This design comes from an exercise in tuning for small area on the open sky130 flow, not from production work.
In this exercise RTL edits were held to simulation tests only and were not proved equivalent to the original.
Power and IR drop assume default switching activity.

oak:
Design reg_file_mp, start of the top module:
module reg_file_mp #(
    parameter int N    = 32,
    parameter int NREG = 16,
    parameter int NRD  = 4,
    parameter int NWR  = 4,
    parameter int AW   = 4
) (
    input  logic              clk,
    input  logic              rst,
    input  logic [NRD*AW-1:0] rd_addr,
    output logic [NRD*N-1:0]  rd_data,
    output logic [NRD-1:0]    rd_busy,
    input  logic [NWR-1:0]    wr_en,
    input  logic [NWR*AW-1:0] wr_addr,
    input  logic [NWR*N-1:0]  wr_data,
    input  logic              rsv_en,
    input  logic [AW-1:0]     rsv_addr,
    input  logic              pc_write,
    input  logic [N-1:0]      pc_update,
    output logic [N-1:0]      pc,
    input  logic              cpsr_write,
    input  logic [N-1:0]      cpsr_update,
    output logic [N-1:0]      cpsr
);
Size in the first run: roughly 590 flip-flops, roughly 430 I/O pins, ~35000 sq um of cells after synthesis.
export LEC_CHECK = 0
export CAP_MARGIN = 20
export CELL_PAD_IN_SITES_DETAIL_PLACEMENT = 1
export CELL_PAD_IN_SITES_GLOBAL_PLACEMENT = 2
export CORE_MARGIN = 2
export CORE_UTILIZATION = 20
export CTS_BUF_LIST = sky130_fd_sc_hd__clkbuf_4
export CTS_CLUSTER_DIAMETER = 50
export CTS_CLUSTER_SIZE = 12
export GPL_ROUTABILITY_DRIVEN = 1
export PLACE_DENSITY = 0.3
export SLEW_MARGIN = 20
export SYNTH_HIERARCHICAL = 1
export SYNTH_MINIMUM_KEEP_SIZE = 0
create_clock -name core_clock -period 6.0 [get_ports {clk}]
standard.sh (not shown) runs the stock make flow with config.mk's settings and CLKGATE_MAP_FILE= SYNTH_SCRIPT=/design/flow/synth_recipe.tcl, a recipe that flattens the netlist after the stock synthesis.
==> flow/flow/run.sh <==
#!/bin/bash
# The standard layout, with the smallest buffer on the ports instead of the
# delay cell buffer_ports would pick by default.
set -o pipefail
export BUFFER_PORTS_ARGS="-buffer_cell sky130_fd_sc_hd__buf_1"
bash standard.sh > standard.log 2>&1
--- input diff oak..pine ---
==> flow/flow/run.sh <==
#!/bin/bash
# The standard layout (standard.sh) with two changes made through ORFS's own variables:
# - the ports get the smallest buffer, sky130_fd_sc_hd__buf_1, instead of buffer_ports' default;
# - clock tree synthesis uses clkbuf_4 in sink clusters of up to 8 and inserts no dummy loads.
set -o pipefail
export BUFFER_PORTS_ARGS="-buffer_cell sky130_fd_sc_hd__buf_1"
export CTS_ARGS="-sink_clustering_enable -repair_clock_nets -dont_use_dummy_load -buf_list sky130_fd_sc_hd__clkbuf_4 -sink_clustering_size 8 -sink_clustering_max_diameter 40"
bash standard.sh > standard.log 2>&1
--- a/flow/config.mk
+++ b/flow/config.mk
@@ -7,3 +7,3 @@
 export LEC_CHECK = 0
-export CAP_MARGIN = 20
+export CAP_MARGIN = 10
 export CELL_PAD_IN_SITES_DETAIL_PLACEMENT = 1
@@ -11,9 +11,9 @@
 export CORE_MARGIN = 2
-export CORE_UTILIZATION = 20
+export CORE_UTILIZATION = 25
 export CTS_BUF_LIST = sky130_fd_sc_hd__clkbuf_4
-export CTS_CLUSTER_DIAMETER = 50
-export CTS_CLUSTER_SIZE = 12
+export CTS_CLUSTER_DIAMETER = 40
+export CTS_CLUSTER_SIZE = 8
 export GPL_ROUTABILITY_DRIVEN = 1
-export PLACE_DENSITY = 0.3
-export SLEW_MARGIN = 20
+export PLACE_DENSITY = 0.35
+export SLEW_MARGIN = 10
 export SYNTH_HIERARCHICAL = 1
Results
- pine reached the end of the flow, and the finished layout is clean on the timing, design-rule and antenna checks.
- As far as synthesized area goes, oak and pine are indistinguishable; the numbers are identical.
- Looking at share of layout cells above drive strength 1, pine sits 2.0 points lower than oak does.
- pine against oak: fraction of power consumed by combinational cells saw an increase; combinational power shrank by about 2%; total power lower.
Inputs modified between pine and birch:
--- a/flow/config.mk
+++ b/flow/config.mk
@@ -7,3 +7,3 @@
 export LEC_CHECK = 0
-export CAP_MARGIN = 10
+export CAP_MARGIN = 20
 export CELL_PAD_IN_SITES_DETAIL_PLACEMENT = 1
@@ -11,3 +11,3 @@
 export CORE_MARGIN = 2
-export CORE_UTILIZATION = 25
+export CORE_UTILIZATION = 20
 export CTS_BUF_LIST = sky130_fd_sc_hd__clkbuf_4
@@ -16,4 +16,4 @@
 export GPL_ROUTABILITY_DRIVEN = 1
-export PLACE_DENSITY = 0.35
-export SLEW_MARGIN = 10
+export PLACE_DENSITY = 0.3
+export SLEW_MARGIN = 20
 export SYNTH_HIERARCHICAL = 1
==> comparison <==
Routed wire length of birch exceeds that of pine by a little under 10%. Going from pine to birch, via count lost 0.92%, number of antenna repair diodes lost 1, global-route total usage across every layer lost 5.1 points, sequential share of layout area lost 0.76 points. Critical path endpoint = rd_data[4]: birch; critical path endpoint = rd_data[6]: pine. Compared birch vs pine, and met1 routed wirelength after detailed routing is up in birch. Looking at number of fill cells, birch sits about 26% higher than pine does. As far as clock buffer and inverter area fraction after layout is concerned, birch and pine perform about the same. | minimum setup slack in the final design | birch vs pine | 0.050 ns lower |.
Modified inputs, maple compared to birch
==> flow/flow/run.sh <==
#!/bin/bash
# The standard layout, with the smallest buffer on the ports instead of the
# delay cell buffer_ports would pick by default.
set -o pipefail
export BUFFER_PORTS_ARGS="-buffer_cell sky130_fd_sc_hd__buf_1"
bash standard.sh > standard.log 2>&1
==> flow/config.mk <==
export PLATFORM = sky130hd
export DESIGN_NAME = reg_file_mp
export DESIGN_NICKNAME = reg_file_mp
export VERILOG_FILES = /design/flow/design.v
export SDC_FILE = /design/flow/constraint.sdc
export NUM_CORES = 4
export LEC_CHECK = 0
export CAP_MARGIN = 20
export CORE_MARGIN = 2
export CORE_UTILIZATION = 25
export CTS_BUF_LIST = sky130_fd_sc_hd__clkbuf_4 sky130_fd_sc_hd__clkbuf_8
export CTS_CLUSTER_DIAMETER = 60
export CTS_CLUSTER_SIZE = 16
export PLACE_DENSITY = 0.35
export SLEW_MARGIN = 20
export SYNTH_HIERARCHICAL = 1
export SYNTH_MINIMUM_KEEP_SIZE = 0
Notes after the runs:
birch has a lower clock power than maple.
Going from birch to maple, the initial antenna violation count was found to have gone down by 8.
maple vs birch on largest incremental delay on the critical path: maple is the higher one.
birch -> maple: number of clock buffers in the layout decreased by more than a quarter
Per the comparison of maple with birch, number of tap cells added at floorplan fell about 22%; area growth from synthesis to layout rose 0.71 points; final instance area rose about 0.6%; detailed placement HPWL fell 26000 um.
maple: non-clock buffer count 7 above birch
From birch to maple the numbers moved as follows: achievable frequency moved up, combinational fraction of design power moved down.

-- what the ideal ports hide --
The flow's constraints put no driver on any port. The routed layouts listed below were extracted and timed again, unchanged, in two steps. Step 1: set_driving_cell puts a clkbuf_16 on clk and a buf_2 on each other input, an assumption about the parent block. Step 2 also shifts input and output timing later by t, the mid clock arrival at the registers, as if the neighbouring blocks saw the same clock. Three values: ideal, step 1, step 2; two values: the first two.
run | t, ns | setup WS [ns] | worst setup path after step 2 | clock arrival spread, ns
oak | 1.294 | 0.428 / 0.350 / 1.644 | register to output | 0.125 / 0.125
pine | 1.265 | 0.548 / 0.461 / 1.727 | register to output | 0.179 / 0.179
birch | 1.369 | 0.498 / 0.421 / 1.682 | input to register | 0.177 / 0.176
maple | 0.922 | 0.779 / 0.699 / 1.622 | register to output | 0.062 / 0.063
After both steps every run listed still meets setup and hold.
